This design comes from an exercise in tuning for small area, a short achievable clock period and few clock cycles per item on the open sky130 flow, not from production work.
The RTL was checked by simulation tests, not by an equivalence proof against the original design.

==> design/flow/design.v <==
module encrypt_out (
  input  logic         clk,
  input  logic         rst,
  input  logic         start,
  input  logic [127:0] plain_text,
  input  logic [127:0] key,
  output logic [127:0] encrypt,
  output logic         done,
  output logic         busy
);
  typedef enum logic {IDLE, RUN} state_t;
  localparam logic [63:0] Q0_T0 = 64'h817D6F320B59ECA4;
  localparam logic [63:0] Q0_T1 = 64'hECB81235F4A6709D;
  localparam logic [63:0] Q0_T2 = 64'hBA5E6D90C8F32471;
  localparam logic [63:0] Q0_T3 = 64'hD7F4126E9B3085CA;
  localparam logic [63:0] Q1_T0 = 64'h28BDF76E31940AC5;
  localparam logic [63:0] Q1_T1 = 64'h1E2B4C376DA5F908;
  localparam logic [63:0] Q1_T2 = 64'h4C75169A0ED82B3F;
  localparam logic [63:0] Q1_T3 = 64'hB951C3DE647F208A;
  localparam logic [255:0] RS_M = {
    64'h01A455875A58DB9E,
    64'hA45682F31EC668E5,
    64'h02A1FCC147AE3D19,
    64'hA455875A58DB9E03
  };
  function automatic logic [3:0] nib(
    input logic [63:0] t,
    input logic [3:0]  i
  );
    nib = t[{~i, 2'b00} +: 4];
  endfunction
  function automatic logic [7:0] qperm(
    input logic       sel,
    input logic [7:0] x
  );
    logic [63:0] t0, t1, t2, t3;
    logic [3:0]  a0, b0, a1, b1, a2, b2;
    logic [3:0]  a3, b3, a4, b4;
    t0 = sel ? Q1_T0 : Q0_T0;
    t1 = sel ? Q1_T1 : Q0_T1;
    t2 = sel ? Q1_T2 : Q0_T2;
    t3 = sel ? Q1_T3 : Q0_T3;
    a0 = x[7:4];
    b0 = x[3:0];
    a1 = a0 ^ b0;
    b1 = a0 ^ {b0[0], b0[3:1]} ^ {a0[0], 3'b000};
    a2 = nib(t0, a1);
    b2 = nib(t1, b1);
    a3 = a2 ^ b2;
    b3 = a2 ^ {b2[0], b2[3:1]} ^ {a2[0], 3'b000};
    a4 = nib(t2, a3);
    b4 = nib(t3, b3);
    qperm = {b4, a4};
  endfunction
  function automatic logic [7:0] gmul(
    input logic [7:0] a,
    input logic [7:0] b,
    input logic [7:0] p
  );
    logic [7:0] r, x;
    r = '0;
    x = a;
    for (int i = 0; i < 8; i++) begin
      if (b[i]) r = r ^ x;
      x = {x[6:0], 1'b0} ^ (x[7] ? p : 8'h00);
    end
    gmul = r;
  endfunction
  function automatic logic [7:0] mef(input logic [7:0] x);
    mef = gmul(8'hEF, x, 8'h69);
  endfunction
  function automatic logic [7:0] m5b(input logic [7:0] x);
    m5b = gmul(8'h5B, x, 8'h69);
  endfunction
  function automatic logic [31:0] mds(input logic [31:0] y);
    logic [7:0] y0, y1, y2, y3;
    logic [7:0] z0, z1, z2, z3;
    y0 = y[7:0];
    y1 = y[15:8];
    y2 = y[23:16];
    y3 = y[31:24];
    z0 = y0 ^ mef(y1) ^ m5b(y2) ^ m5b(y3);
    z1 = m5b(y0) ^ mef(y1) ^ mef(y2) ^ y3;
    z2 = mef(y0) ^ m5b(y1) ^ y2 ^ mef(y3);
    z3 = mef(y0) ^ y1 ^ mef(y2) ^ m5b(y3);
    mds = {z3, z2, z1, z0};
  endfunction
  function automatic logic [31:0] hfun(
    input logic [31:0] x,
    input logic [31:0] l0,
    input logic [31:0] l1
  );
    logic [7:0] y0, y1, y2, y3;
    y0 = qperm(1'b0, x[7:0]) ^ l1[7:0];
    y0 = qperm(1'b1, qperm(1'b0, y0) ^ l0[7:0]);
    y1 = qperm(1'b1, x[15:8]) ^ l1[15:8];
    y1 = qperm(1'b0, qperm(1'b0, y1) ^ l0[15:8]);
    y2 = qperm(1'b0, x[23:16]) ^ l1[23:16];
    y2 = qperm(1'b1, qperm(1'b1, y2) ^ l0[23:16]);
    y3 = qperm(1'b1, x[31:24]) ^ l1[31:24];
    y3 = qperm(1'b0, qperm(1'b1, y3) ^ l0[31:24]);
    hfun = mds({y3, y2, y1, y0});
  endfunction
  function automatic logic [31:0] rs(input logic [63:0] m);
    logic [31:0] s;
    logic [7:0]  acc;
    s = '0;
    for (int r = 0; r < 4; r++) begin
      acc = '0;
      for (int j = 0; j < 8; j++) begin
        acc = acc ^ gmul(RS_M[255 - 8 * (8 * r + j) -: 8],
                         m[63 - 8 * j -: 8], 8'h4D);
      end
      s[8 * r +: 8] = acc;
    end
    rs = s;
  endfunction
  function automatic logic [31:0] bsw(input logic [31:0] x);
    bsw = {x[7:0], x[15:8], x[23:16], x[31:24]};
  endfunction
  function automatic logic [31:0] rol8(input logic [31:0] x);
    rol8 = {x[23:0], x[31:24]};
  endfunction
  function automatic logic [63:0] pair(
    input logic [4:0]  idx,
    input logic [31:0] m0,
    input logic [31:0] m1,
    input logic [31:0] m2,
    input logic [31:0] m3
  );
    logic [7:0]  e, o;
    logic [31:0] a, b, s;
    e = {2'b00, idx, 1'b0};
    o = {2'b00, idx, 1'b1};
    a = hfun({4{e}}, m0, m2);
    b = rol8(hfun({4{o}}, m1, m3));
    s = a + {b[30:0], 1'b0};
    pair = {a + b, {s[22:0], s[31:23]}};
  endfunction
  state_t       state, state_nx;
  logic         load, step, last;
  logic [3:0]   rnd;
  logic [127:0] key_q, key_src;
  logic [31:0]  s0, s1, s0_in, s1_in;
  logic [31:0]  w0, w1, w2, w3;
  logic [31:0]  wk4, wk5, wk6, wk7;
  logic [31:0]  m0, m1, m2, m3;
  logic [31:0]  p0, p1, p2, p3;
  logic [4:0]   idx_a, idx_b;
  logic [63:0]  ka, kb;
  logic [31:0]  t0, t1, f0, f1, n0, n1;
  logic [31:0]  c0, c1, c2, c3;
  assign key_src = (state == IDLE) ? key : key_q;
  assign m0 = bsw(key_src[127:96]);
  assign m1 = bsw(key_src[95:64]);
  assign m2 = bsw(key_src[63:32]);
  assign m3 = bsw(key_src[31:0]);
  assign p0 = bsw(plain_text[127:96]);
  assign p1 = bsw(plain_text[95:64]);
  assign p2 = bsw(plain_text[63:32]);
  assign p3 = bsw(plain_text[31:0]);
  assign idx_a = (state == IDLE) ? 5'd0
               : {1'b0, rnd} + 5'd4;
  assign idx_b = (state == IDLE) ? 5'd1
               : ((rnd == 4'd0) ? 5'd2 : 5'd3);
  assign ka = pair(idx_a, m0, m1, m2, m3);
  assign kb = pair(idx_b, m0, m1, m2, m3);
  assign s0_in = rs(key[127:64]);
  assign s1_in = rs(key[63:0]);
  assign t0 = hfun(w0, s1, s0);
  assign t1 = hfun(rol8(w1), s1, s0);
  assign f0 = t0 + t1 + ka[63:32];
  assign f1 = t0 + {t1[30:0], 1'b0} + ka[31:0];
  assign n0 = {f0[0] ^ w2[0], (w2[31:1] ^ f0[31:1])};
  assign n1 = {w3[30:0], w3[31]} ^ f1;
  assign c0 = w0 ^ wk4;
  assign c1 = w1 ^ wk5;
  assign c2 = n0 ^ wk6;
  assign c3 = n1 ^ wk7;
  always_ff @(posedge clk or posedge rst) begin
    if (rst) state <= IDLE;
    else     state <= state_nx;
  end
  always_comb begin
    state_nx = state;
    load     = 1'b0;
    step     = 1'b0;
    last     = 1'b0;
    unique case (state)
      IDLE: begin
        if (start) begin
          load     = 1'b1;
          state_nx = RUN;
        end
      end
      RUN: begin
        step = 1'b1;
        if (rnd == 4'd15) begin
          last     = 1'b1;
          state_nx = IDLE;
        end
      end
    endcase
  end
  always_ff @(posedge clk or posedge rst) begin
    if (rst) begin
      encrypt <= '0;
      done    <= 1'b0;
      busy    <= 1'b0;
      rnd     <= '0;
      key_q   <= '0;
      s0      <= '0;
      s1      <= '0;
      w0      <= '0;
      w1      <= '0;
      w2      <= '0;
      w3      <= '0;
      wk4     <= '0;
      wk5     <= '0;
      wk6     <= '0;
      wk7     <= '0;
    end else begin
      done <= last;
      if (load) begin
        key_q <= key;
        s0    <= s0_in;
        s1    <= s1_in;
        w0    <= p0 ^ ka[63:32];
        w1    <= p1 ^ ka[31:0];
        w2    <= p2 ^ kb[63:32];
        w3    <= p3 ^ kb[31:0];
        busy  <= 1'b1;
        rnd   <= '0;
      end
      if (step) begin
        w0  <= n0;
        w1  <= n1;
        w2  <= w0;
        w3  <= w1;
        rnd <= rnd + 4'd1;
        if (rnd == 4'd0) {wk4, wk5} <= kb;
        if (rnd == 4'd1) {wk6, wk7} <= kb;
      end
      if (last) begin
        encrypt <= {bsw(c0), bsw(c1), bsw(c2), bsw(c3)};
        busy    <= 1'b0;
      end
    end
  end
endmodule
==> design/flow/run.sh <==
#!/bin/bash
# synth_recipe.tcl (not shown) runs the flow's synth.tcl, then flattens the netlist and writes it again
# the make line also repeats each setting of config.mk as NAME=value (left out here)
make -C /OpenROAD-flow-scripts/flow DESIGN_CONFIG=/design/flow/config.mk WORK_HOME=/design/flow/orfs CLKGATE_MAP_FILE= SYNTH_SCRIPT=/design/flow/synth_recipe.tcl finish
==> design/flow/config.mk <==
export PLATFORM = sky130hd
export DESIGN_NAME = encrypt_out
export DESIGN_NICKNAME = encrypt_out
export VERILOG_FILES = /design/flow/design.v
export SDC_FILE = /design/flow/constraint.sdc
export NUM_CORES = 4
export LEC_CHECK = 0
export CAP_MARGIN = 20
export CORE_MARGIN = 2
export CORE_UTILIZATION = 40
export SLEW_MARGIN = 20
==> design/flow/constraint.sdc <==
create_clock -name core_clock -period 24.0 [get_ports {clk}]
set_input_delay 4.8000 -clock core_clock [delete_from_list [all_inputs] [get_ports {clk}]]
set_output_delay 4.8000 -clock core_clock [all_outputs]
set_load 0.01 [all_outputs]
==> run notes <==
* Crit end category: flip-flop
* Die Ht at 517 um
* Clk latency of the worst-skew pair at 800 ps
* Compound-gate portion of the synthesized area at 14.9%
* DR pass1 iterations at 6
* DP Wirelength at 317000 um
* Worst rel slew slack at 21.4%
* Critical-path top delay cell: a21boi_0
* Avg Vias per Cell at 5.37
* Post-synthesis net count at 13900
* Synth Area in Simple Gates at 10.9%
* Synth Area in XOR/XNOR at 33.4%
* Die area at 267000 um2
* Max Buffers Root-to-Sink at 3
* Most used DFF post-synth: dfrtp_1
* Clock skew at 78.4 ps
* CTS tree: done
* Fin Setup TNS at 0 ps
* Most common library cells after synthesis: xnor2_1 (2456), nand2_1 (1272), xor2_1 (1116), ha_1 (1028), inv_1 (858)
* Area contributors post-synth: xnor2_1 (20%), dfrtp_1 (14%), ha_1 (12%)
* Synthesized cell area at 105000 um2
* Vias in the first global route at 81600
* Wire length per cell at 23.0 um
* Final Wtd Congestion at 1.02
* Ports at 389
* WS Path Type: in2reg
* Chip width at 517 um
* Register bit total from synthesis at 583
* Antenna-violating nets left at 0
* Final hold vios at 0
* Register area share after synthesis at 13.9%
* Crit path arrival time at 23360 ps
* Largest net degree at the start of global routing at 249
* CTS sink cnt at 583
* Footprint of the multi-input gates at 85500 um2
* All-layer global routing usage at 27.4%
* Crit path required time at 24590 ps
* Number of antenna violations at the first check in global routing at 52
* CP peak stage delay at 690 ps
* Max-slew violations at 0
* Yosys top cell by area: xnor2_1
* CTS buffer count at 79
* Sequential cell area at 14600 um2
* RSZ-0062 raised after global routing: no
* Post-synth top area share at 20.5%
* EDFF count, synth at 0
* First-pass GRT wire length at 544000 um
* Share of layout cells above drive strength 1 at 6.91%
* Synth-to-layout area growth at 10.4%
* Final setup fails at 0
* CTS Root Cell: clkbuf_16
* H-tree depth at 3
* Max_cap viols at 0
* Post-layout min period at 22770 ps
* Status: finished clean
* Post-Synth Adder-Cell Area at 13.6%
* Post-CTS setup buffer count at 0
* GRT overflow at 0
* Worst Setup SP: key[36]
* Final nets at 14100
* I/O Buffers at 388
* Hold crit path type: reg2reg
* Mean Syn Cell Area at 8.40 um2
* Initial cell density of the core at 40.1%
* Non-Filler Instances at 16400
* Most common cell on crit path: a21o_1
* Ys Warns at 1
* Max frequency at 43.9 MHz
* Crit-path max FO at 10
* Fill cell count at 26300
* Period utilisation layout at 94.9%
* Hold_sp: key_q[6]
* Core area at 262000 um2
* Worst-Margin Slew at 1170 ps
* Largest family of logic cells by synthesized area: XOR/XNOR gates
* Post-synthesis mux area share at 8.50%
* Cell with the most instances after synthesis: xnor2_1
* Total Wirelength at 377000 um
* Clk slew on worst S/H paths at 50 ps
* Inst Count DP at 16200
* Async S/R FF share, synth at 100%
* Yosys cell types at 130
* Worst r2r src: rnd[2]
* Row count at 188
* Crit start category: input port
* Drt drc at 0
* Count of mapped cells out of synthesis at 12500
* Routed via count at 87900
* Iter 0 DRT Violations at 8277
cell type report:
class / instances / area share (%)
antenna: 16 / 0.0345
clock buffer: 102 / 1.87
clock inverter: 44 / 0.599
inverter: 887 / 2.88
multi-input combinational: 10600 / 73.6
sequential: 583 / 12.6
tap: 3515 / 3.79
timing repair buffer: 580 / 4.63
final timing paths:
| check | to | slack (ps) | depth (start not counted) |
|---|---|---|---|
| max | encrypt[7] | 1230 | 83 |
| min | key_q[6] | 470 | 2 |
| max reg2reg | encrypt[7] | 1390 | 94 |
| min reg2reg | key_q[6] | 470 | 2 |
| max in group asynchronous | encrypt[43] | 15520 | 6 |
| min in group asynchronous | s1[1] | 4650 | 2 |
flip-flops by register name (all words and copies together) (netlist names):
register,count
encrypt,128
key_q,128
s0,32
s1,32
w0,32
w1,32
w2,32
w3,32
wk4,32
wk5,32
wk6,32
wk7,32
rnd,4
busy,1
done,1
state,1
cells by family (layout without fill, tap and decap cells):
group / count (synthesis) / in the layout
and+or+nand+nor: 2580 / 2580
DFF: 583 / 583
muxes: 711 / 711
xor gates and xnor gates: 3768 / 3768
buffers and inverters: 1313 / 1613
other: 0 / 16
AOI/OAI and AO/OA: 2470 / 2470
adders and majority gates: 1102 / 1102
timing repair:
action | in CTS | in global routing
hold buffers | 0 | 0
setup endpoints to repair | 0 | 2
resized for setup | 0 | 3
layer usage:
layer | up-vias | track usage [%] | routed length (um)
met1 | 41600 | 35.8 | 161000
met5 | - | 0 | 204
met4 | 32 | 14.4 | 23000
met2 | 2950 | 43.3 | 166000
li1 | 42500 | - | -
met3 | 723 | 4.31 | 27000
placed cells by master (no fill, tap or decap), types with 79 or more instances in the layout:
cell type / n
clkbuf_16: 79
a21oi_1: 627
clkdlybuf4s50_1: 387
inv_1: 856
xor2_1: 1115
o211ai_1: 87
o21bai_1: 86
mux2i_1: 478
xnor2_1: 2450
nand3_1: 143
nor2_1: 557
buf_4: 189
a211oi_1: 84
a21o_1: 140
nand2_1: 1271
nor3_1: 135
dfrtp_1: 582
o21ai_0: 793
ha_1: 1028
mux4_2: 117
worst max-delay path: cells and delay by family:
kind | cells | cell delay [ps]
compound gates | 44 | 8980
xor+xnor | 11 | 3190
fa+ha+maj | 8 | 2560
buf+inv | 8 | 1480
mux | 4 | 920
simple gates | 8 | 1380
stage by stage:
step	util [%]	area (um2)	hold WS (ps)	worst slack [ps]
after floorplan	-	105000	441	2190
after global placement	43.2	113000	455	681
after detailed placement	43.2	113000	461	428
after CTS	44.3	116000	476	1110
after global routing	44.3	116000	493	58.0
final	44.3	116000	474	1230
Testbench counts, summed over its fixed seeds: cycles 5,440, blocks 320.

## port drivers added, routing unchanged
The results above use ideal ports. As a check the final layout listed here was re-extracted and re-timed, cells and wires unchanged. Step 1, drivers: a clkbuf_16 drives clk and a buf_2 each remaining input, both assumed. Step 2, shift: input delay + t, output delay - t, t = (earliest + latest rising clock arrival at the registers) / 2. This alone moves slack from input paths to output paths. Slacks: no drivers / after step 1 / after step 2; pairs: no drivers / after step 1.
t (ns): 0.853
slack for setup (ns): 1.230 / 1.301 / 0.448
worst setup path at the end: input to register
After both steps setup and hold are still met in this run. The setup slack of this run moves by +0.071 ns with the drivers and by -0.782 ns with both steps.
